What follows belongs to an exercise in optimizing a design on an open flow for small area; a production flow would make more cautious choices.
At most, simulation tests tie the RTL to the original design; equivalence was not proved.
Function not checked in runs 4 and 5: the RTL went through the layout flow alone.
Power figures rest on the tool's default switching activity, not on a simulated workload.

**flow/run.sh**
```bash
#!/bin/bash
# synth_recipe.tcl (not shown) runs the flow's synth.tcl, then flattens the netlist and writes it again
# the make line also repeats each setting of config.mk as NAME=value (left out here)
make -C /OpenROAD-flow-scripts/flow DESIGN_CONFIG=/design/flow/config.mk WORK_HOME=/design/flow/orfs CLKGATE_MAP_FILE= SYNTH_SCRIPT=/design/flow/synth_recipe.tcl finish
```
**flow/config.mk**
```make
export PLATFORM = sky130hd
export DESIGN_NAME = prize_field
export DESIGN_NICKNAME = prize_field
export VERILOG_FILES = /design/flow/design.v
export SDC_FILE = /design/flow/constraint.sdc
export NUM_CORES = 4
export LEC_CHECK = 0
export CAP_MARGIN = 20
export CORE_MARGIN = 2
export CORE_UTILIZATION = 40
export SLEW_MARGIN = 20
```
**flow/constraint.sdc**
```tcl
create_clock -name core_clock -period 5.0 [get_ports {clk}]
set_input_delay 1.0000 -clock core_clock [delete_from_list [all_inputs] [get_ports {clk}]]
set_output_delay 1.0000 -clock core_clock [all_outputs]
set_load 0.01 [all_outputs]
```
**flow/design.v**
```verilog
`timescale 1ns/1ps
package prize_pkg;
	localparam int GRID_COLS = 10;
	localparam int GRID_ROWS = 7;
	function automatic logic [1:0] level_map(input int layer, input int lvl,
			input int row, input int col);
		logic [1:0] k;
		k = 2'd0;
		if (layer == 0 && lvl == 0) begin
			if (row == 1 && (col == 1 || col == 2 || col == 3)) k = 2'd1;
			if (row == 2 && col == 7) k = 2'd2;
			if (row == 4 && (col == 0 || col == 9)) k = 2'd1;
			if (row == 4 && col == 5) k = 2'd2;
			if (row == 6 && (col == 2 || col == 3)) k = 2'd1;
		end else if (layer == 0 && lvl == 1) begin
			if (row == 0 && col == 9) k = 2'd2;
			if (row == 1) k = 2'd1;
			if (row == 3 && (col == 4 || col == 5)) k = 2'd1;
			if (row == 5 && col == 0) k = 2'd2;
			if (row == 5 && col == 8) k = 2'd1;
		end else if (layer == 1 && lvl == 0) begin
			if (row == 3 && col == 2) k = 2'd1;
			if (row == 4 && col == 5) k = 2'd1;
		end else if (layer == 1 && lvl == 1) begin
			if (row == 2 && col == 6) k = 2'd1;
		end
		level_map = k;
	endfunction
endpackage
`timescale 1ns/1ps
`timescale 1ns/1ps
`timescale 1ns/1ps
`timescale 1ns/1ps
module prize_field (
	input  logic        clk,
	input  logic        resetN,
	input  logic [10:0] pixel_x,
	input  logic [10:0] pixel_y,
	input  logic [10:0] player_x,
	input  logic [10:0] player_y,
	input  logic        prize_hit,
	input  logic        block_hit,
	input  logic [3:0]  hit_edge,
	input  logic        level,
	input  logic        next_level,
	input  logic        player_alive,
	input  logic [9:0]  random_bits,
	output logic        draw,
	output logic [2:0]  prize_kind,
	output logic [10:0] tile_left,
	output logic [10:0] tile_top,
	output logic [1:0]  color_variant
);
	localparam int ROWS = prize_pkg::GRID_ROWS;
	localparam int COLS = prize_pkg::GRID_COLS;
	logic [3:0] qc;
	logic [2:0] qr;
	logic       q_on;
	logic       rl;
	logic       lv;
	logic       take;
	logic       bump;
	assign qc   = player_x[9:6];
	assign qr   = player_y[8:6];
	assign q_on = !player_x[10] && (qc < 4'(COLS)) && (player_y[10:9] == 2'b00) && (qr < 3'(ROWS));
	assign rl   = !resetN || next_level || !player_alive;
	assign lv   = resetN && level;
	assign take = prize_hit && q_on;
	assign bump = block_hit && (hit_edge == 4'b0100) && !prize_hit && q_on;
	logic [ROWS*COLS-1:0] t_coin;
	logic [ROWS*COLS-1:0] t_gem;
	for (genvar r = 0; r < ROWS; r++) begin : g_row
		for (genvar c = 0; c < COLS; c++) begin : g_col
			localparam logic [1:0] K00 = prize_pkg::level_map(0, 0, r, c);
			localparam logic [1:0] K01 = prize_pkg::level_map(0, 1, r, c);
			localparam logic [1:0] K10 = prize_pkg::level_map(1, 0, r, c);
			localparam logic [1:0] K11 = prize_pkg::level_map(1, 1, r, c);
			localparam logic [1:0] KIND0 = K00 | K01;
			logic here;
			logic l1;
			assign here = (qr == 3'(r)) && (qc == 4'(c));
			always_ff @(posedge clk) begin
				if (rl) begin
					l1 <= lv ? K11[0] : K10[0];
				end else if (bump && here) begin
					l1 <= 1'b1;
				end
			end
			if (KIND0 != 2'd0) begin : g_l0
				logic p0;
				always_ff @(posedge clk) begin
					if (rl) begin
						p0 <= lv ? (K01 != 2'd0) : (K00 != 2'd0);
					end else if (take && here) begin
						p0 <= 1'b0;
					end
				end
				if (KIND0 == 2'd2) begin : g_gem
					assign t_gem[r*COLS+c]  = p0;
					assign t_coin[r*COLS+c] = l1 && !p0;
				end else begin : g_coin
					assign t_gem[r*COLS+c]  = 1'b0;
					assign t_coin[r*COLS+c] = l1 || p0;
				end
			end else begin : g_no_l0
				assign t_gem[r*COLS+c]  = 1'b0;
				assign t_coin[r*COLS+c] = l1;
			end
		end
	end
	logic [3:0] pc;
	logic [2:0] pr;
	logic       p_on;
	logic       a_gem_d;
	logic       a_coin_d;
	logic       a_none;
	assign pc   = pixel_x[9:6];
	assign pr   = pixel_y[8:6];
	assign p_on = !pixel_x[10] && (pc < 4'(COLS)) && (pixel_y[10:9] == 2'b00) && (pr < 3'(ROWS));
	always_comb begin
		a_gem_d  = 1'b0;
		a_coin_d = 1'b0;
		for (int r = 0; r < ROWS; r++) begin
			for (int c = 0; c < COLS; c++) begin
				if (pr == 3'(r) && pc == 4'(c)) begin
					a_gem_d  = t_gem[r*COLS+c];
					a_coin_d = t_coin[r*COLS+c];
				end
			end
		end
	end
	assign a_none = !(p_on && (a_gem_d || a_coin_d));
	logic [3:0] a_col, b_col, c_col;
	logic [2:0] a_row, b_row, c_row;
	logic       a_gem, b_gem, c_gem;
	logic [1:0] c_cv;
	always_ff @(posedge clk) begin
		a_col <= {pc[3] | a_none, pc[2], pc[1] | a_none, pc[0]};
		a_row <= pr;
		a_gem <= p_on && a_gem_d;
		b_col <= a_col;
		b_row <= a_row;
		b_gem <= a_gem;
		c_col <= b_col;
		c_row <= b_row;
		c_gem <= b_gem;
		c_cv  <= {random_bits[b_row], b_col[3] ? random_bits[{3'b100, b_col[0]}] : random_bits[b_col[2:0]]};
	end
	assign draw          = !(c_col[3] && (c_col[2] || c_col[1]));
	assign prize_kind    = {1'b0, c_gem, draw && !c_gem};
	assign tile_left     = {1'b0, c_col, 6'd0};
	assign tile_top      = {2'b00, c_row, 6'd0};
	assign color_variant = c_cv;
endmodule
```
==> results list, run 1 <==
- Horizontal extent of the die: 119 microns
- Clock tree from TritonCTS: done
* Destination of the worst hold path: b_col[2]
- Crit start category: primary input
* Share of layout cells above drive strength 1: 9.05%
* Part of the power in registers: 41.5%
- 93 I/O pins were placed.
* Final hold violations: 0
* First-pass iteration count of the detailed router: 5
- For the worst-skew pair, the clock arrives at the later sink with an insertion delay of 420 ps.
- Nature of the critical path endpoint: flip-flop
* CP Data Required Time: 5360 ps
- The worst hold path was traced through 0 stages.
- Sequential cell area fraction in the yosys report: 47.8%
- In this run the worst path has a maximum fanout of 23.
- Min Clock Period, post-route: 3540 ps
- Run status: no timing/DRC/antenna violations
* Final instance area: 6490 sq um
- For this design, the sink count on the clock tree is 117.
* First-pass GRT wire length: 25,600 microns
- Clock-pin slew reported for the worst setup and hold paths after clock tree synthesis: 50 ps
- Kind of path behind the tightest hold check: reg2reg
- Compared with the post-synthesis result, the final layout area differs by 21.6%.
- Fillers: 1,272
- Nets: 715
* Slew headroom: 36.7%
* Tot GR Track Use: 23.8%
* Synthesis-stage register bit count: 117
- Summed over all nets, the switching power comes to 541 uW.
* Final number of setup-violating endpoints: 0
* WP data arrival: 3900 ps
- Period Utilization, post-route: 70.8%
- Worst flop-to-flop path endpoint: a_col[3]
- Root buffer selected by CTS: clkbuf_16
- At the pin with the least slew margin, the transition time is 946 ps.
* Peak supply drop: 195 uV
- Post CTS Setup Buffer Count: 0
- Total wirelength of the detailed-routed design: 16,300 microns
- Async set-reset flop share out of synthesis: 0%
- Static timing analysis puts the maximum clock frequency at 0.283 GHz.
- Total power for the finished layout comes to 2.41 mW.
* Count of pins over their slew limit: 0
- Deepest clock path buffer count: 2
- Post-detailed-route DRC marker count: 0
- Pwr per Cell Area: 371 nW/um^2
- For this run, the number of Yosys warnings is 1.
- Setup slack, reg-to-reg: 3000 ps
* Average cell area after synthesis: 8.69 sq um
* Port bufs: 52
- Buffers inserted to repair hold after CTS numbered 0.
- Combinational share of power: 7.9%
* FP Rows: 42
- Launching point of the worst reg2reg path: g_row[1].g_col[0].l1
- Using the TritonRoute via totals, the vias-per-cell ratio works out to 5.66.
- Routed length per instance: 19.4 microns
* Vias after detailed routing: 4,747
- Post-synthesis cell area: 5340 sq um
- Number of antenna repair diodes: 0
* Post-synth EDFFs: 21
- Counting tap cells, the placed design contains a total of 807 instances.
- The die covers 14,300 sq um.
- Entering global routing, the biggest net connects 71 pins.
- For this configuration, the core starts out at a cell density of 40.6%.
* Vias in the first global route: 4,586
- Setup repair after global routing left no endpoint under its margin.
- Global routing finished with a remaining overflow of 0.
- The most used flip-flop cell after synthesis is dfxtp_1.
- Routability-driven placement finished with a final weighted congestion of 0.938.
- Once detailed placement completed, the half-perimeter wirelength came to 11,500 microns.
- Clk network pwr share: 50.6%
- Worst R2R Path Depth: 8
* Gate count after technology mapping: 614
- The number of clock buffers added by TritonCTS is 17.
- For this design the static power due to leakage is 2.28 nW.
* Final instance count without filler cells: 839
* Setup ws final: 1460 ps
- Die height: 119 microns
- Internal power comes to 1.86 mW.
* Setup slack after placement: 1020 ps
* Clock skew after layout: 5.29 ps
* Distinct cell type count after synthesis: 68
* Routed Antenna Nets: 0
- Number of antenna violations at the first check in global routing: 0
* Total negative setup slack: 0 ps
- # resized after CTS: 0
* Net switching fraction of the power: 22.5%
- After the first detailed-routing iteration, the DRC count stood at 399.
- The region available for standard cell placement spans 13,100 sq um.
- The startpoint identified for the worst hold timing path is a_col[2].
- H-tree level count: 4
- Critical path start-end classification: in2reg
- In this run the cell area measured after placement is 5890 sq um.
- Across the run, the number of max-cap violations was 0.
-- layer usage --
metal | global-route usage, % | part of all wire [%] | vias up
met4 | 9.78 | 2.5 | 0
met3 | 5.70 | 6.9 | 28
li1 | - | - | 2216
met2 | 38.5 | 48 | 204
met5 | 0 | 0 | -
met1 | 30.5 | 43 | 2299
-- cells in the mapped netlist, types with 4 or more instances --
cell type	n	share of area (%)
a21o_1	4	0.56
a21oi_1	86	8.1
a31oi_1	6	0.70
and2_1	7	0.82
and3b_1	5	0.82
buf_2	12	1.1
buf_4	18	2.5
clkbuf_1	28	2.0
dfxtp_1	96	36
edfxtp_1	21	12
inv_1	14	0.98
mux2i_1	6	1.1
mux4_2	5	2.1
nand2_1	43	3.0
nand2b_1	4	0.47
nand3_1	14	1.3
nor2_1	94	6.6
nor2b_1	17	2.0
nor3_1	16	1.5
nor3b_1	6	0.84
nor4_1	4	0.47
o21ai_0	30	2.8
o21ai_1	6	0.56
o221ai_1	5	0.82
-- sequential cells by signal, summed over array words and instances (netlist names), 2 cells and up --
| register | count |
|---|---|
| g_row.g_col.l1 | 70 |
| a_row | 3 |
| c_cv | 2 |
| a_col | 4 |
| b_col | 4 |
| b_row | 3 |
| g_row.g_col.g_l0.p0 | 21 |
| c_row | 3 |
| c_col | 4 |
-- final cells by class --
class / count / area, sq um / share of cell area, %
Inverter: 14 / 52.6 / 0.810
Multi-Input combinational cell: 435 / 2450 / 37.8
Timing Repair Buffer: 65 / 613 / 9.45
Clock buffer: 24 / 503 / 7.75
Sequential cell: 117 / 2550 / 39.4
Tap cell: 176 / 220 / 3.40
Clock inverter: 8 / 95.1 / 1.47
-- critical path, cell delays in order --
cell	delay (ps)
clkdlybuf4s50_1	900
buf_4	390
or4_4	540
o32ai_2	300
o21ai_1	110
nand2_1	100
o221ai_1	140
a221oi_2	230
o21ai_1	110
nand2_1	70
-- how the worst max path moves through the flow --
stage           startpoint              endpoint  slack [ps]  cells after the start
6_report        pixel_x[8]              a_col[3]        1460                     10
5_1_grt         pixel_x[8]              a_col[3]        1300                     10
4_1_cts         pixel_x[8]              a_col[3]        1450                     10
3_5_place_dp    pixel_x[8]              a_col[3]        1020                     10
3_3_place_gp    pixel_x[8]              a_col[3]        1050                     10
2_1_floorplan  player_y[8]  g_row[4].g_col[5].l1        2410                      7
-- cell usage in the layout (no fill, tap or decap), types with 5 or more instances in the layout --
cell type / count
a21oi_1: 86
a31oi_1: 6
and2_1: 7
and3b_1: 5
buf_4: 13
clkbuf_16: 18
clkdlybuf4s50_1: 51
conb_1: 16
dfxtp_1: 96
edfxtp_1: 21
inv_1: 14
mux2i_1: 6
mux4_2: 5
nand2_1: 43
nand3_1: 14
nor2_1: 94
nor2b_1: 17
nor3_1: 16
nor3b_1: 6
o21ai_0: 30
o21ai_1: 6
o221ai_1: 5
-- cell families after synthesis --
group / count (synthesis) / share of synthesized area (%)
buf+inv: 77 / 7.29
simple gates: 241 / 22.9
mux: 12 / 3.45
other cells: 1 / 0.0703
compound gates: 166 / 18.5
flops: 117 / 47.8
-- through the flow --
step | utilization (%) | hold WS, ps
2_1_floorplan | - | 310
3_3_place_gp | 44.8 | 311
3_5_place_dp | 44.8 | 314
4_1_cts | 49.4 | 324
5_1_grt | 49.4 | 324
6_report | 49.4 | 323
-- power by group through the flow --
| stage | Combinational (mW) | Sequential (mW) | Clock, mW |
|---|---|---|---|
| final | 0.190 | 0.998 | 1.22 |
| after global routing | 0.204 | 0.999 | 1.28 |
| after CTS | 0.188 | 0.997 | 1.23 |
| after detailed placement | 0.187 | 1.02 | 0 |
| after global placement | 0.187 | 1.02 | 0 |
| after floorplan | 0.116 | 1.01 | 0 |
==> run 2, diff against run 1 <==
--- a/flow/config.mk
+++ b/flow/config.mk
@@ -7,2 +7,3 @@
 export LEC_CHECK = 0
+export ABC_AREA = 1
 export CAP_MARGIN = 20
@@ -10,2 +11,3 @@
 export CORE_UTILIZATION = 40
+export CTS_BUF_LIST = sky130_fd_sc_hd__clkbuf_2 sky130_fd_sc_hd__clkbuf_4
 export SLEW_MARGIN = 20
==> results list, run 2 <==
- Biggest area contributors in the synthesized netlist: dfxtp_1 37%, edfxtp_1 12%, nor2_1 7.6%
- The placed wire-length estimate after detailed placement came to 10,800 microns (-6.0%).
- TritonCTS built the clock tree.
- Among all cell types in the netlist, the one instantiated most often is nor2_1.
- The maximum number of pins on one net before global-route repair came to 68 (-4.2%).
* Distinct cell type count after synthesis: 32 (-53%)
* Kind of path behind the tightest hold check: reg2reg
* Clock skew after layout: 19.8 ps (+14.5 ps)
* Hold_ws: 332 ps (+8.22 ps)
- The power share of the sequential group came to 54.4% (+13 points).
- STA classifies the critical path endpoint as a flip-flop.
* Combinational share of power: 10.1% (+2.2 points)
- Period Utilization, post-route: 88.5% (+18 points)
* First-pass iteration count of the detailed router: 5 (unchanged)
- Count of pins over their slew limit: 0 (unchanged)
- F_max: 0.226 GHz (-20%)
* Crit start category: primary input
- Synthesis-stage register bit count: 117 (unchanged)
* Net switching fraction of the power: 24.6% (+2.1 points)
- Total wirelength of the detailed-routed design: 15,200 microns (-6.5%)
* Launching point of the worst reg2reg path: g_row[0].g_col[0].l1
- Global placer's final weighted congestion: 0.908 (-3.2%)
* Setup repair after global routing missed its margin: false
* Internal power summed over all cells: 1.38 mW (-26%)
- Min Clock Period, post-route: 4420 ps (+885 ps)
- Async set-reset flop share out of synthesis: 0% (unchanged)
- Gate count after technology mapping: 659 (+7.3%)
* Worst path most repeated cell: nand4_1
- The number of CTS-inserted buffers was 17 (unchanged).
* Final number of setup-violating endpoints: 0 (unchanged)
- H-tree level count: 4 (unchanged)
- Leakage power figure: 2.44 nW (+7.4%)
- The maximum buffer depth of the clock tree came to 2 (unchanged).
* Setup slack after placement: -177 ps (-1190 ps)
- Cell type with the highest aggregate area in the netlist: dfxtp_1
- Insertion delay to the later sink of the worst-skew pair: 530 ps (+110 ps)
- Final instance count without filler cells: 944 (+13%)
- Number of antenna violations at the first check in global routing: 0 (unchanged)
* Core region area: 12,700 sq um (-3.6%)
- Post-detailed-route DRC marker count: 0 (unchanged)
- The overall via count from detail_route was 5,059 (+6.6%).
* First-pass GRT wire length: 24,300 microns (-5.0%)
- The net total in the final layout is 825 (+15%).
* Total placed cells including tap cells: 913 (+13%)
* Run status: no timing/DRC/antenna violations
- Layout area overhead: 25.1%
* Worst-path cell with the longest stage delay: dlymetal6s2s_1
- Average cell area after synthesis: 7.91 sq um (-9.0%)
* Number of warning messages in the yosys log: 1 (unchanged)
- Hold buffers post-CTS: 0 (unchanged)
* Vias in the first global route: 4,680 (+2.0%)
- Post-synth EDFFs: 21 (unchanged)
* Setup crit start: pixel_x[9]
- The number of nets still failing antenna checks after routing was 0 (unchanged).
- Synth Flop Type: dfxtp_1
* Largest stage delay, worst path: 220 ps (-680 ps)
- The top cell types in the final layout, fill and taps aside, are 102 x nor2_1, 96 x dfxtp_1, 87 x inv_1, 58 x buf_4, 55 x a31oi_1.
- Peak supply drop: 103 uV (-47%)
- Number of antenna repair diodes: 0 (unchanged)
- The width of the die came to 118 microns (-1.1%).
- g_row.g_col.l1 holds more flip-flops than any other register.
- Clk network pwr share: 35.5% (-15 points)
- The area share of the largest cell type after synthesis is 36.9% (+0.85 points).
- Die height: 118 microns (-1.1%)
* Routed length per instance: 16.1 microns (-17%)
- # resized after CTS: 0 (unchanged)
- The flip-flop count of the largest register, all copies and words added was 70 (unchanged).
* CP Data Required Time: 5470 ps (+110 ps)
- Registers with the most flip-flops: g_row.g_col.l1 x70, g_row.g_col.g_l0.p0 x21
- The share of synthesized area occupied by flip-flops and latches was 49.0% (+1.1 points).
- Post CTS Setup Buffer Count: 0 (unchanged)
* Setup ws final: 577 ps (-885 ps)
- The sink count of the clock tree came to 117 (unchanged).
* Maximum net fanout on the critical path: 4 (-83%)
* Global-route congestion overflow total: 0 (unchanged)
- The switching power came to 451 uW (-17%).
- Share of layout cells above drive strength 1: 14.8% (+5.7 points)
- Least-Margin Pin Slew: 1040 ps (+92.8 ps)
* Start point of the worst min-delay path: a_col[3]
- Slew headroom: 30.5% (-6.2 points)
* Pwr per Cell Area: 281 nW/um^2 (-24%)
- The synthesized cell area was 5210 sq um (-2.3%).
* Most common cell after layout, fill and taps aside: nor2_1
* Max-cap check violation count: 0 (unchanged)
- IO Pins: 93 (unchanged)
- Tot GR Track Use: 22.6% (-1.2 points)
- The data arrival time at the worst-slack endpoint is 4890 ps (+990 ps).
- The number of cell rows was 41 (-2.4%).
* Per-cell via count in the routed design: 5.36 (-5.3%)
- The number of endpoints with negative hold slack in the final report was 0 (unchanged).
- The commonest cells after synthesis are 105 x nor2_1, 96 x dfxtp_1, 93 x inv_1, 55 x a31oi_1, 54 x nand3_1.
- The die area was 14,000 sq um (-2.2%).
- The initial standard-cell utilization of the core was 41.1% (+0.53 points).
* Critical path start-end classification: in2reg
- Violation count after the first detailed-route iteration: 454 (+14%)
- The number of input and output port buffers inserted came to 52 (unchanged).
- Root buffer selected by CTS: clkbuf_4
* Clock-pin slew reported for the worst setup and hold paths after clock tree synthesis: 80 ps (+30 ps)
-- run 2: path summary, 6_finish.rpt --
path | to | slack, ps | cells after the start
worst min register to register | b_col[3] | 330 | 0
worst max register to register | a_col[1] | 1130 | 39
worst max-delay path | a_col[1] | 580 | 42
worst min-delay path | b_col[3] | 330 | 0
-- run 2: cell type report --
type	instances	area, sq um
clock buffer	23	173
inverter	98	369
timing repair buffer	110	973
multi-input combinational	416	2150
fill	1237	6150
sequential	117	2550
tap	172	215
clock inverter	8	83.8
-- run 2: power by group through the flow --
stage,Sequential [mW],Combinational (mW),Clock (mW)
finish,0.996,0.184,0.650
global route,1.00,0.200,0.721
CTS,0.996,0.180,0.661
detailed placement,1.02,0.179,0
global placement,1.02,0.176,0
floorplan,1.01,0.0895,0
-- run 2: worst max-delay path: cells and delay by family --
family	cells	cell delay (ps)
simple gates	39	3490
buf+inv	3	400
-- run 2: kinds of logic (layout without fill, tap and decap cells) --
group                  count (synthesis)  in the layout  synth area share (%)
AO/OA/AOI/OAI                        134            134                  16.4
buffers and inverters                141            239                  11.5
AND/OR/NAND/NOR                      265            265                  22.8
flip-flops                           117            117                  49.0
multiplexers                           1              1                 0.192
other                                  1             16                0.0719
-- run 2: metal layers --
metal | up-vias | track usage (%) | wire length (microns)
met5 | - | 0 | 0
met4 | 0 | 10.2 | 449
met3 | 31 | 6.13 | 1410
met2 | 230 | 35.5 | 6970
met1 | 2368 | 28.9 | 6400
li1 | 2430 | - | -
-- run 2: per-stage QoR --
step	area, sq um	util, %	setup TNS [ps]	power, mW
finish	6520	51.5	0	1.83
global placement	6210	49.0	-241	1.19
floorplan	5270	-	0	1.10
global route	6520	51.5	0	1.92
CTS	6470	51.1	0	1.84
detailed placement	6210	49.0	-352	1.20
==> run 3, diff against run 2 <==
==> flow/flow/run.sh (new file) <==
#!/bin/bash
# Standard layout, with smaller port buffers and a clock tree of small
# buffers without dummy loads. Each make step's full log stays under
# orfs/logs/; the make output as a whole goes to make.log here.
set -euo pipefail
export BUFFER_PORTS_ARGS="-buffer_cell sky130_fd_sc_hd__buf_1"
export CTS_ARGS="-sink_clustering_enable -repair_clock_nets -dont_use_dummy_load -buf_list {sky130_fd_sc_hd__clkbuf_2 sky130_fd_sc_hd__clkbuf_4 sky130_fd_sc_hd__clkbuf_8}"
bash standard.sh > make.log 2>&1
==> flow/standard.sh (new file) <==
#!/bin/bash
# synth_recipe.tcl (not shown) runs the flow's synth.tcl, then flattens the netlist and writes it again
# the make line also repeats each setting of config.mk as NAME=value (left out here)
make -C /OpenROAD-flow-scripts/flow DESIGN_CONFIG=/design/flow/config.mk WORK_HOME=/design/flow/orfs CLKGATE_MAP_FILE= SYNTH_SCRIPT=/design/flow/synth_recipe.tcl "${@:-finish}"
--- a/flow/config.mk
+++ b/flow/config.mk
@@ -11,3 +11,2 @@
 export CORE_UTILIZATION = 40
-export CTS_BUF_LIST = sky130_fd_sc_hd__clkbuf_2 sky130_fd_sc_hd__clkbuf_4
 export SLEW_MARGIN = 20
removed: flow/run.sh
==> results list, run 3 <==
* Setup slack after placement: 46.6 ps (+223 ps)
- Clock-pin slew reported for the worst setup and hold paths after clock tree synthesis: 60 ps (-20 ps)
- The worst setup path is captured at a flip-flop.
* Layout area overhead: 14.5%
* Setup ws final: 519 ps (-57.8 ps)
- The die outline height was 118 microns (unchanged).
* Peak supply drop: 156 uV (+51%)
- The data arrival time at the worst-slack endpoint is 4870 ps (-20 ps).
* Sw Pwr: 431 uW (-4.3%)
- Synthesis-stage register bit count: 117 (unchanged)
* Vias after detailed routing: 4,863 (-3.9%)
- Kind of path behind the tightest hold check: reg2reg
- Average cell area after synthesis: 7.91 sq um (unchanged)
- The clock insertion delay at the later pin of the skew report is 440 ps (-90 ps).
- Of all cell types, the one taking the most synthesized area is dfxtp_1.
* FP Rows: 41 (unchanged)
- The total global-route track usage came to 21.8% (-0.75 points).
* Sequential cell area fraction in the yosys report: 49.0% (unchanged)
- The post-detailed-placement cell area came to 5730 sq um (-7.9%).
- Nets: 803 (-2.7%)
- The final routed DRC violation total came to 0 (unchanged).
- The width of the die was 118 microns (unchanged).
* Net switching fraction of the power: 24.5% (-0.085 points)
* Port bufs: 52 (unchanged)
* Largest Register: g_row.g_col.l1
- Count of pins over their slew limit: 0 (unchanged)
- The remaining max-slew budget at the tightest pin was 28.3% (-2.2 points).
- The internal power summed over all cells is 1.33 mW (-3.9%).
- Top-area cell type share of the netlist area: 36.9% (unchanged)
- Leakage power figure: 2.12 nW (-13%)
- First-pass iteration count of the detailed router: 5 (unchanged)
* Final instance area: 5970 sq um (-8.5%)
- Number of antenna violations at the first check in global routing: 0 (unchanged)
- Total wirelength of the detailed-routed design: 14,900 microns (-2.1%)
- Yosys attributes the largest share of cell area to dfxtp_1 37%, edfxtp_1 12%, nor2_1 7.6%.
- H-tree level count: 4 (unchanged)
- The maximum buffer depth of the clock tree came to 2 (unchanged).
- The fraction of layout cells with a size suffix above 1 came to 10.3% (-4.4 points).
- The count of filler cells inserted in the layout came to 1,287 (+4.0%).
* IO Pins: 93 (unchanged)
- Final hold violations: 0 (unchanged)
- Violation count after the first detailed-route iteration: 386 (-15%)
* Worst path most repeated cell: nand4_1
- The final antenna diode count is 0 (unchanged).
* Maximum net fanout on the critical path: 5 (+1)
- Synth Flop Type: dfxtp_1
- The worst setup path is launched from a primary input.
* Max reg flops: 70 (unchanged)
* Final number of setup-violating endpoints: 0 (unchanged)
- Commonest cells after routing, fill and taps aside: 104 x nor2_1, 96 x dfxtp_1, 92 x inv_1, 55 x a31oi_1, 54 x nand3_1
* Cell family contributing the most delay on the critical path: simple AND/OR/NAND/NOR gates
- The data required time at the worst endpoint was 5380 ps (-90 ps).
- Async set-reset flop share out of synthesis: 0% (unchanged)
- The combined buffer and inverter count along the critical path was 4 (+1).
- Full die area: 14,000 sq um (unchanged)
- Root buffer selected by CTS: clkbuf_8
- The power density over cell area is 295 nW/um^2 (+4.9%).
- The number of nets still failing antenna checks after routing is 0 (unchanged).
- Launching point of the worst reg2reg path: g_row[0].g_col[2].l1
- The slowest stage of the critical path is the buf_1 cell.
- Post CTS Setup Buffer Count: 0 (unchanged)
- F_max: 0.223 GHz (-1.3%)
- Clk network pwr share: 34.9% (-0.6 points)
- Global-route congestion overflow total: 0 (unchanged)
- The number of CTS-inserted buffers is 17 (unchanged).
- The synthesized cell area came to 5210 sq um (unchanged).
- Gate count after technology mapping: 659 (unchanged)
- The maximum number of pins on one net before global-route repair came to 69 (+1.5%).
- The post-detailed-route wirelength per cell was 16.4 microns (+1.7%).
* Least-Margin Pin Slew: 1070 ps (+32.5 ps)
- The worst setup path is of the in2reg kind.
- Hold_ws: 316 ps (-15.3 ps)
- The flow ran to the end and the layout has no timing, DRC or antenna violations.
- The critical path starts at pixel_y[6].
- Count leader, synth: nor2_1
* Post-synth EDFFs: 21 (unchanged)
- Max-cap check violation count: 0 (unchanged)
- Period Utilization, post-route: 89.6% (+1.2 points)
- First-pass GRT wire length: 23,500 microns (-3.5%)
- The startpoint identified for the worst hold timing path is a_row[2].
* Total negative setup slack: 0 ps (unchanged)
- Leaving out fill and tap cells, the most frequent cell in the layout is nor2_1.
- The power share of the sequential group was 56.8% (+2.4 points).
- The sink count of the clock tree came to 117 (unchanged).
- The fraction of power consumed by combinational cells is 8.4% (-1.7 points).
- Distinct cell type count after synthesis: 32 (unchanged)
- Setup repair after global routing missed its margin: false
- Effective utilization at floorplan: 41.1% (unchanged)
- Core region area: 12,700 sq um (unchanged)
- Vias in the first global route: 4,639 (-0.88%)
* Min Clock Period, post-route: 4480 ps (+57.8 ps)
* Per-cell via count in the routed design: 5.36 (about the same)
- The largest registers in the layout are g_row.g_col.l1 x70, g_row.g_col.g_l0.p0 x21.
- Number of warning messages in the yosys log: 1 (unchanged)
- The setup skew after layout came to 15.8 ps (-4.02 ps).
* Global placer's final weighted congestion: 0.883 (-2.8%)
* Most used standard cells in the synthesized netlist: 105 x nor2_1, 96 x dfxtp_1, 93 x inv_1, 55 x a31oi_1, 54 x nand3_1
* DPL Wire Length: 10,400 microns (-3.9%)
- Largest stage delay, worst path: 190 ps (-30 ps)
- Clock tree from TritonCTS: done
-- run 3: kinds of logic (layout without fill, tap and decap cells) --
group	after synthesis	count (layout)	synth area share [%]
AND/OR/NAND/NOR	265	265	22.8
buffers and inverters	141	203	11.5
AO/OA/AOI/OAI	134	134	16.4
flip-flops	117	117	49.0
other	1	16	0.0719
multiplexers	1	1	0.192
-- run 3: layout make-up --
class	instances	area, sq um	share of cell area, %
Clock buffer	17	234	3.92
Inverter	98	368	6.17
Multi-Input combinational cell	416	2130	35.7
Sequential cell	117	2550	42.8
Tap cell	172	215	3.61
Timing Repair Buffer	88	464	7.78
-- run 3: worst register-to-register path, delay by kind of cell (launching register included) --
| family | cells | cell delay, ps |
|---|---|---|
| buffers and inverters | 1 | 70 |
| and+or+nand+nor | 37 | 3270 |
| AOI/OAI and AO/OA | 1 | 80 |
| DFF | 1 | 290 |
-- run 3: layer usage --
metal	track usage, %	vias up	routed length (microns)
met5	0	-	0
met4	10.7	0	467
met3	4.78	29	1400
met2	34.4	233	6600
met1	28.3	2238	6420
li1	-	2363	-
-- run 3: what timing repair did --
item	in CTS	in global routing
resized for setup	0	3
endpoints found under the setup margin	0	2
hold buffers	0	0
-- run 3: through the flow --
step           cells  utilization, %  total power, mW
6_report         908            47.1             1.76
2_1_floorplan    674               -             1.10
3_3_place_gp     890            45.1             1.16
3_5_place_dp     891            45.2             1.16
5_1_grt          908            47.1             1.83
4_1_cts          908            47.0             1.77
-- run 3: power by group through the flow --
stage	Combinational, mW	Sequential, mW	Clock [mW]
2_1_floorplan	0.0895	1.01	0
3_3_place_gp	0.140	1.02	0
3_5_place_dp	0.144	1.02	0
4_1_cts	0.144	0.998	0.628
5_1_grt	0.161	1.00	0.666
6_report	0.147	0.998	0.613
-- run 3: worst paths after layout --
check                                 to  slack (ps)  depth (start not counted)
worst max-delay path            a_col[3]         520                         41
worst min-delay path            b_row[2]         320                          0
worst max register to register  a_col[3]        1260                         39
worst min register to register  b_row[2]         320                          0
==> run 4, diff against run 3 <==
--- a/flow/design.v
+++ b/flow/design.v
@@ -55,16 +55,16 @@
 	localparam int COLS = prize_pkg::GRID_COLS;
-	logic [3:0] qc;
-	logic [2:0] qr;
-	logic       q_on;
-	logic       rl;
-	logic       lv;
-	logic       take;
-	logic       bump;
-	assign qc   = player_x[9:6];
-	assign qr   = player_y[8:6];
-	assign q_on = !player_x[10] && (qc < 4'(COLS)) && (player_y[10:9] == 2'b00) && (qr < 3'(ROWS));
-	assign rl   = !resetN || next_level || !player_alive;
-	assign lv   = resetN && level;
-	assign take = prize_hit && q_on;
-	assign bump = block_hit && (hit_edge == 4'b0100) && !prize_hit && q_on;
+	logic [ROWS-1:0] q_row;
+	logic [COLS-1:0] q_col;
+	logic            rl;
+	logic            lv;
+	logic [ROWS-1:0] take_row;
+	logic [ROWS-1:0] bump_row;
+	always_comb begin
+		for (int r = 0; r < ROWS; r++) q_row[r] = (player_y[10:6] == 5'(r));
+		for (int c = 0; c < COLS; c++) q_col[c] = (player_x[10:6] == 5'(c));
+	end
+	assign rl = !resetN || next_level || !player_alive;
+	assign lv = resetN && level;
+	assign take_row = {ROWS{prize_hit && !rl}} & q_row;
+	assign bump_row = {ROWS{block_hit && (hit_edge == 4'b0100) && !prize_hit && !rl}} & q_row;
 	logic [ROWS*COLS-1:0] t_coin;
@@ -78,11 +78,5 @@
 			localparam logic [1:0] KIND0 = K00 | K01;
-			logic here;
 			logic l1;
-			assign here = (qr == 3'(r)) && (qc == 4'(c));
 			always_ff @(posedge clk) begin
-				if (rl) begin
-					l1 <= lv ? K11[0] : K10[0];
-				end else if (bump && here) begin
-					l1 <= 1'b1;
-				end
+				l1 <= (rl ? (lv ? K11[0] : K10[0]) : l1) | (bump_row[r] && q_col[c]);
 			end
@@ -91,7 +85,3 @@
 				always_ff @(posedge clk) begin
-					if (rl) begin
-						p0 <= lv ? (K01 != 2'd0) : (K00 != 2'd0);
-					end else if (take && here) begin
-						p0 <= 1'b0;
-					end
+					p0 <= rl ? (lv ? (K01 != 2'd0) : (K00 != 2'd0)) : (p0 && !(take_row[r] && q_col[c]));
 				end
@@ -113,2 +103,4 @@
 	logic       p_on;
+	logic [ROWS-1:0] rc_coin;
+	logic [ROWS-1:0] rc_gem;
 	logic       a_gem_d;
@@ -120,12 +112,8 @@
 	always_comb begin
-		a_gem_d  = 1'b0;
-		a_coin_d = 1'b0;
 		for (int r = 0; r < ROWS; r++) begin
-			for (int c = 0; c < COLS; c++) begin
-				if (pr == 3'(r) && pc == 4'(c)) begin
-					a_gem_d  = t_gem[r*COLS+c];
-					a_coin_d = t_coin[r*COLS+c];
-				end
-			end
+			rc_coin[r] = t_coin[r*COLS + int'(pc)];
+			rc_gem[r]  = t_gem[r*COLS + int'(pc)];
 		end
+		a_coin_d = rc_coin[pr];
+		a_gem_d  = rc_gem[pr];
 	end
==> flow/flow/run.sh (replaced) <==
#!/bin/bash
# Standard layout, with smaller port buffers and a clock tree of small
# buffers without dummy loads. Each make step's full log stays under
# orfs/logs/; the make output as a whole goes to make.log here.
set -euo pipefail
export BUFFER_PORTS_ARGS="-buffer_cell sky130_fd_sc_hd__buf_1"
export CTS_ARGS="-sink_clustering_enable -repair_clock_nets -dont_use_dummy_load -buf_list {sky130_fd_sc_hd__clkbuf_2 sky130_fd_sc_hd__clkbuf_4}"
bash standard.sh > make.log 2>&1
--- a/flow/config.mk
+++ b/flow/config.mk
@@ -7,3 +7,2 @@
 export LEC_CHECK = 0
-export ABC_AREA = 1
 export CAP_MARGIN = 20
@@ -11,2 +10,3 @@
 export CORE_UTILIZATION = 40
+export GPL_TIMING_DRIVEN = 0
 export SLEW_MARGIN = 20
==> results list, run 4 <==
- Run status: no timing/DRC/antenna violations
- Post CTS Setup Buffer Count: 0 (unchanged)
* Cell type with the highest aggregate area in the netlist: dfxtp_1
- Start point of the worst min-delay path: a_col[2]
* Root buffer selected by CTS: clkbuf_4
- Violation count after the first detailed-route iteration: 326 (-16%)
- Horizontal extent of the die: 116 microns (-2.1%)
* Synthesis-stage register bit count: 117 (unchanged)
* Commonest cells after routing, fill and taps aside: 117 x dfxtp_1, 105 x nand2_1, 84 x o21ai_0, 53 x buf_1, 27 x nor2_1
- Nature of the critical path endpoint: flip-flop
* Die height: 116 microns (-2.1%)
* Final number of setup-violating endpoints: 0 (unchanged)
- Least-Margin Pin Slew: 685 ps (-386 ps)
* Pin count of the biggest net entering global routing: 17 (-75%)
- Leakage power figure: 2.05 nW (-3.3%)
- Average cell area after synthesis: 9.14 sq um (+16%)
- TritonCTS built the clock tree.
- Setup slack after placement: 2040 ps (+1990 ps)
- First-pass iteration count of the detailed router: 5 (unchanged)
- The post-detailed-route wirelength per cell came to 17.6 microns (+7.4%).
- IO Pins: 93 (unchanged)
- The via count of the first global-routing pass was 4,037 (-13%).
- Sequential cell area fraction in the yosys report: 47.0% (-2.0 points)
* Worst R2R Path Depth: 6 (-85%)
* Largest stage delay, worst path: 550 ps (+360 ps)
- The fraction of registers with async set or reset after synthesis is 0% (unchanged).
- The post-route minimum period came to 2470 ps (-2010 ps).
- # resized after CTS: 0 (unchanged)
* Post-synthesis cell area: 4990 sq um (-4.3%)
- Max-cap check violation count: 0 (unchanged)
* WP data arrival: 2860 ps (-2010 ps)
- The slowest stage of the critical path is the mux4_2 cell.
- Period Utilization, post-route: 49.3% (-40 points)
* Port bufs: 50 (-3.8%)
- The worst register-to-register path ends at a_col[3].
- Slew headroom: 54.4% (+26 points)
- The number of cell rows is 40 (-2.4%).
- Biggest area contributors in the synthesized netlist: dfxtp_1 47%, o21ai_0 8.4%, nand2_1 7.9%
- Most used standard cells in the synthesized netlist: 117 x dfxtp_1, 105 x nand2_1, 84 x o21ai_0, 27 x nor2_1, 19 x buf_4
- The net total in the final layout was 695 (-13%).
* Area taken by multi-input logic gates: 2380 sq um (+12%)
- Critical path start-end classification: in2reg
- Destination of the worst hold path: b_col[2]
- The number of nets still failing antenna checks after routing is 0 (unchanged).
- Post-detailed-route DRC marker count: 0 (unchanged)
- The setup skew after layout is 22.3 ps (+6.50 ps).
- The area share of the largest cell type after synthesis was 47.0% (+10 points).
- The min-delay analysis places its worst path in the category reg2reg.
- Setup slack, reg-to-reg: 3230 ps (+1970 ps)
- STA classifies the critical path startpoint as a primary input.
* Inserted Clock Buffers: 17 (unchanged)
- Traced cell by cell, the critical path runs through buf_1 > buf_6 > buf_12 > mux4_2 > o31ai_1 > o211ai_1 > o32ai_1 > o21ai_1.
* Tot GR Track Use: 22.1% (+0.29 points)
- Count leader, synth: dfxtp_1
* Effective utilization at floorplan: 41.2% (+0.050 points)
- Full die area: 13,400 sq um (-4.2%)
- Most common cell after layout, fill and taps aside: dfxtp_1
- The placed wire-length estimate after detailed placement came to 10,300 microns (-0.52%).
- WHS Path Cells: 0 (unchanged)
* H-tree level count: 4 (unchanged)
- Core region area: 12,100 sq um (-4.4%)
- The sink count of the clock tree was 117 (unchanged).
* Global-route congestion overflow total: 0 (unchanged)
- Total wirelength of the detailed-routed design: 14,000 microns (-5.7%)
* Hold buffers post-CTS: 0 (unchanged)
- Global placer's final weighted congestion: 0.960 (+8.7%)
* Post-synth EDFFs: 0 (-100%)
- CP Data Required Time: 5400 ps (+20 ps)
* Per-cell via count in the routed design: 5.46 (+2.0%)
* Total negative setup slack: 0 ps (unchanged)
- The flip-flop count of the largest register, all copies and words added is 70 (unchanged).
* Vias after detailed routing: 4,352 (-11%)
- The fraction of layout cells with a size suffix above 1 came to 10.4% (+0.024 points).
- Gate count after technology mapping: 546 (-17%)
- Number of warning messages in the yosys log: 1 (unchanged)
* Peak supply drop: 156 uV (+0.47%)
* Storage element area: 2340 sq um (-8.2%)
- Insertion delay to the later sink of the worst-skew pair: 510 ps (+70 ps)
- The largest fanout of any net on the critical path is 10 (+5).
- Registers with the most flip-flops: g_row.g_col.l1 x70, g_row.g_col.g_l0.p0 x21
- Final hold violations: 0 (unchanged)
- Largest Register: g_row.g_col.l1
* Pwr per Cell Area: 280 nW/um^2 (-4.9%)
* Setup repair after global routing missed its margin: false
- The count of filler cells inserted in the layout was 1,232 (-4.3%).
- The number of distinct library cells after synthesis is 56 (+75%).
- Launching point of the worst reg2reg path: g_row[6].g_col[5].l1
* Number of antenna violations at the first check in global routing: 1 (+1)
* Setup ws final: 2530 ps (+2010 ps)
- F_max: 0.406 GHz (+82%)
- The first-pass GRT wire length is 21,700 microns (-7.7%).
- Among all flip-flop cells after synthesis, the most frequent one is dfxtp_1.
- The max-slew violation count was 0 (unchanged).
- Layout area overhead: 11.7%
- The clock transition at the registers of the reported paths was 90 ps (+30 ps).
- Deepest clock path buffer count: 2 (unchanged)
run 4: how the worst max path moves through the flow:
stage               start            end  slack, ps  depth (start not counted)
3_5_place_dp   pixel_x[6]       a_col[3]       2040                          8
4_1_cts          c_col[1]  prize_kind[0]       2570                          3
6_report       pixel_x[6]       a_col[3]       2530                          8
5_1_grt        pixel_x[7]       a_col[3]       2390                          8
2_1_floorplan  pixel_x[7]       a_col[1]       2560                          7
3_3_place_gp   pixel_x[6]       a_col[1]       2040                          9
run 4: cells by family after synthesis:
group	synth area share, %
AOI/OAI and AO/OA	17.4
buffers and inverters	6.40
DFF	47.0
muxes	10.7
other	0.0752
and+or+nand+nor	18.5
run 4: cell type report:
class	instances	area share, %
Multi-Input combinational cell	390	42.8
Sequential cell	117	42.0
Buffer	45	5.12
Tap cell	168	3.77
Timing Repair Buffer	50	3.37
Clock buffer	17	2.29
Inverter	9	0.606
Antenna cell	1	0.0449
run 4: where the power goes:
group          internal (mW)  switching (mW)
logic                 0.0649          0.0952
clock network          0.155           0.279
registers              0.953          0.0143
run 4: through the flow:
stage	area (sq um)	power [mW]	hold slack, ps	cells	utilization (%)
floorplan	5040	1.09	310	561	-
global placement	5440	1.14	311	779	44.9
detailed placement	5440	1.15	313	779	44.9
CTS	5570	1.57	328	796	46.0
global route	5570	1.64	338	797	46.0
finish	5570	1.56	328	797	46.0
run 4: per-layer routing:
metal	routed length [microns]	part of all wire [%]	GRT usage, %
met5	0	0	0
met4	369	2.6	10.4
met2	6320	45	34.2
met3	1090	7.7	5.49
met1	6280	45	29.3
run 4: critical path: cells and delay by family:
kind	cells	cell delay, ps
multiplexers	1	550
buffers and inverters	3	630
AO/OA/AOI/OAI	4	670
==> run 5, diff against run 4 <==
--- a/flow/flow/run.sh
+++ b/flow/flow/run.sh
@@ -6,3 +6,3 @@
 export BUFFER_PORTS_ARGS="-buffer_cell sky130_fd_sc_hd__buf_1"
-export CTS_ARGS="-sink_clustering_enable -repair_clock_nets -dont_use_dummy_load -buf_list {sky130_fd_sc_hd__clkbuf_2 sky130_fd_sc_hd__clkbuf_4}"
+export CTS_ARGS="-sink_clustering_enable -repair_clock_nets -dont_use_dummy_load -sink_clustering_size 30 -sink_clustering_max_diameter 100 -buf_list {sky130_fd_sc_hd__clkbuf_4} -root_buf sky130_fd_sc_hd__clkbuf_4"
 bash standard.sh > make.log 2>&1
==> results list, run 5 <==
- Hold buffers post-CTS: 0 (unchanged)
- Average cell area after synthesis: 9.14 sq um (unchanged)
- Leakage power figure: 2.05 nW (unchanged)
* Setup crit start: pixel_x[6]
- The total global-route track usage is 22.1% (unchanged).
* Combinational share of power: 10.3% (about the same)
- H-tree level count: 4 (unchanged)
- Pin count of the biggest net entering global routing: 17 (unchanged)
- The fraction of layout cells with a size suffix above 1 came to 10.4% (unchanged).
- Total wirelength of the detailed-routed design: 14,000 microns (unchanged)
- The min-delay analysis places its worst path in the category reg2reg.
- In the final layout, the registers with the most flip-flops are g_row.g_col.l1 x70, g_row.g_col.g_l0.p0 x21.
* Peak supply drop: 156 uV (unchanged)
- DPL Wire Length: 10,300 microns (unchanged)
- Storage element area: 2340 sq um (unchanged)
- Effective utilization at floorplan: 41.2% (unchanged)
- Post-detailed-route DRC marker count: 0 (unchanged)
- Async set-reset flop share out of synthesis: 0% (unchanged)
- The boundary pin count is 93 (unchanged).
- The first-pass detailed-route iteration total came to 5 (unchanged).
- The largest total area in the synthesized netlist belongs to dfxtp_1.
* Internal power summed over all cells: 1.17 mW (unchanged)
- Distinct cell type count after synthesis: 56 (unchanged)
- The DRC violation total after the first TritonRoute iteration is 326 (unchanged).
* Top-area cell type share of the netlist area: 47.0% (unchanged)
- The area of combinational cells with multiple inputs came to 2380 sq um (unchanged).
* Period Utilization, post-route: 49.3% (unchanged)
- The count of filler cells inserted in the layout was 1,232 (unchanged).
- Die height: 116 microns (unchanged)
- Largest Register: g_row.g_col.l1
- Post CTS Setup Buffer Count: 0 (unchanged)
* Synth Flop Type: dfxtp_1
- Count of pins over their slew limit: 0 (unchanged)
- The setup skew after layout is 22.3 ps (unchanged).
* Most common cell after layout, fill and taps aside: dfxtp_1
- The clock insertion delay at the later pin of the skew report was 510 ps (about the same).
- Net switching fraction of the power: 24.9% (unchanged)
- The maximum buffer depth of the clock tree is 2 (unchanged).
- Global-route congestion overflow total: 0 (unchanged)
* Most used standard cells in the synthesized netlist: 117 x dfxtp_1, 105 x nand2_1, 84 x o21ai_0, 27 x nor2_1, 19 x buf_4
- The net total in the final layout was 695 (unchanged).
* # resized after CTS: 0 (unchanged)
- The number of antenna violations at the first check in global routing came to 1 (unchanged).
* Horizontal extent of the die: 116 microns (unchanged)
* Inserted Clock Buffers: 17 (unchanged)
* Root buffer selected by CTS: clkbuf_4
- The growth of design area from synthesis to finish is 11.7% (unchanged).
- The flow ran to the end and the layout has no timing, DRC or antenna violations.
- Start point of the worst min-delay path: a_col[2]
* Sequential cell area fraction in the yosys report: 47.0% (unchanged)
- Min Clock Period, post-route: 2470 ps (unchanged)
* Pwr per Cell Area: 280 nW/um^2 (unchanged)
- Post-route total power: 1.56 mW (unchanged)
- Max-cap check violation count: 0 (unchanged)
* Final hold violations: 0 (unchanged)
- The overall via count from detail_route was 4,352 (unchanged).
* CP Data Required Time: 5400 ps (about the same)
- In this run the critical register-to-register path is launched from g_row[6].g_col[5].l1.
- TritonCTS built the clock tree.
- The switching power is 388 uW (unchanged).
- The sink count of the clock tree is 117 (unchanged).
* Commonest cells after routing, fill and taps aside: 117 x dfxtp_1, 105 x nand2_1, 84 x o21ai_0, 53 x buf_1, 27 x nor2_1
- The via count of the first global-routing pass came to 4,037 (unchanged).
* WP data arrival: 2860 ps (about the same)
* Slew headroom: 54.4% (unchanged)
- Gate count after technology mapping: 546 (unchanged)
* Post-synthesis cell area: 4990 sq um (unchanged)
- Total negative setup slack: 0 ps (unchanged)
- The final estimated routing congestion in global placement was 0.960 (unchanged).
* Port bufs: 50 (unchanged)
- The synthesis warning total came to 1 (unchanged).
- FP Rows: 40 (unchanged)
- The number of nets still failing antenna checks after routing came to 0 (unchanged).
* Max reg flops: 70 (unchanged)
- The count of final setup violators was 0 (unchanged).
- The fraction of the core area covered by cells at the end of the flow is 46.0% (unchanged).
- Post-synth EDFFs: 0 (unchanged)
- The worst setup path is launched from a primary input.
* Full die area: 13,400 sq um (unchanged)
* Core region area: 12,100 sq um (unchanged)
- Per-cell via count in the routed design: 5.46 (unchanged)
- Clk network pwr share: 27.8% (about the same)
* Least-Margin Pin Slew: 685 ps (unchanged)
- Part of the power in registers: 62.0% (about the same)
* Clock-pin slew reported for the worst setup and hold paths after clock tree synthesis: 90 ps (about the same)
- Biggest area contributors in the synthesized netlist: dfxtp_1 47%, o21ai_0 8.4%, nand2_1 7.9%
* Critical path start-end classification: in2reg
- The first-pass GRT wire length was 21,700 microns (unchanged).
- The upper clock frequency limit was 0.406 GHz (unchanged).
* Routed length per instance: 17.6 microns (unchanged)
- Setup repair after global routing left no endpoint under its margin.
- The largest fanout of any net on the critical path came to 10 (unchanged).
- STA classifies the critical path endpoint as a flip-flop.
- Count leader, synth: dfxtp_1
- Synthesis-stage register bit count: 117 (unchanged)
## run 5: cell counts after synthesis
Identical to the previous run, type by type.
## run 5: cells by family (layout without fill, tap and decap cells)
| group | count (synthesis) | after routing | share of synthesized area [%] |
|---|---|---|---|
| buffers and inverters | 54 | 121 | 6.40 |
| other | 1 | 17 | 0.0752 |
| AOI/OAI and AO/OA | 142 | 142 | 17.4 |
| and+or+nand+nor | 201 | 201 | 18.5 |
| muxes | 31 | 31 | 10.7 |
| DFF | 117 | 117 | 47.0 |
## run 5: power groups by stage
stage	clock network (mW)	registers [mW]	logic (mW)
after global placement	0	0.988	0.156
after global routing	0.491	0.970	0.175
after floorplan	0	0.985	0.104
final	0.433	0.967	0.160
after detailed placement	0	0.989	0.158
after CTS	0.448	0.967	0.159
## run 5: through the flow
| stage | instance area [sq um] | setup slack (ps) | instances | hold WS, ps |
|---|---|---|---|---|
| 2_1_floorplan | 5040 | 2560 | 561 | 310 |
| 3_3_place_gp | 5440 | 2040 | 779 | 311 |
| 3_5_place_dp | 5440 | 2040 | 779 | 313 |
| 4_1_cts | 5570 | 2570 | 796 | 328 |
| 5_1_grt | 5570 | 2390 | 797 | 338 |
| 6_report | 5570 | 2530 | 797 | 328 |
## run 5: critical path: stages
cell and delay (ps):
buf_1 220, buf_6 240, buf_12 170, mux4_2 550
o31ai_1 240, o211ai_1 130, o32ai_1 200, o21ai_1 100
## run 5: final cells by class
class,count,share of cell area (%)
Inverter,9,0.606
Tap cell,168,3.77
Sequential cell,117,42.0
Clock buffer,17,2.29
Timing Repair Buffer,50,3.37
Buffer,45,5.12
Multi-Input combinational cell,390,42.8
Antenna cell,1,0.0449
## run 5: final timing paths
path,end,slack [ps],depth (start not counted)
setup / recovery,a_col[3],2530,8
hold reg to reg,b_col[2],330,0
setup reg to reg,a_col[3],3230,6
hold / removal,b_col[2],330,0
## run 5: routing by layer
layer / vias up / routed length (microns) / track usage [%]
met4: 0 / 369 / 10.4
met1: 2042 / 6280 / 29.3
li1: 2088 / - / -
met5: - / 0 / 0
met3: 25 / 1090 / 5.49
met2: 197 / 6320 / 34.2

==> separate check: timing with driven ports <==
Ports are ideal in the flow. The routed layouts listed here were re-timed in OpenROAD. Step 1 (the two cells are an assumption about what drives the block):
set clk [get_ports {clk}]
set_driving_cell -lib_cell sky130_fd_sc_hd__clkbuf_16 $clk
set_driving_cell -lib_cell sky130_fd_sc_hd__buf_2 [delete_from_list [all_inputs] $clk]
Step 2 also shifts input and output timing later by t, the mid clock arrival at the registers, as if the neighbouring blocks saw the same clock. Slacks: no drivers / after step 1 / after step 2; pairs: no drivers / after step 1.
| run | shift t [ns] | slack for setup (ns) | worst setup path after step 2 | clock arrival spread, ns |
|---|---|---|---|---|
| run 1 | 0.454 | 1.462 / 1.467 / 1.013 | input to register | 0.007 / 0.007 |
| run 2 | 0.557 | 0.577 / 0.576 / 0.018 | input to register | 0.021 / 0.021 |
| run 3 | 0.467 | 0.519 / 0.518 / 0.051 | input to register | 0.021 / 0.020 |
| run 4 | 0.532 | 2.534 / 2.540 / 2.008 | input to register | 0.039 / 0.040 |
| run 5 | 0.532 | 2.534 / 2.540 / 2.008 | input to register | 0.039 / 0.040 |
After both steps every run listed still meets setup and hold. The setup slack of run 2, which loses most, moves by -0.001 ns with the drivers and by -0.559 ns with both steps.
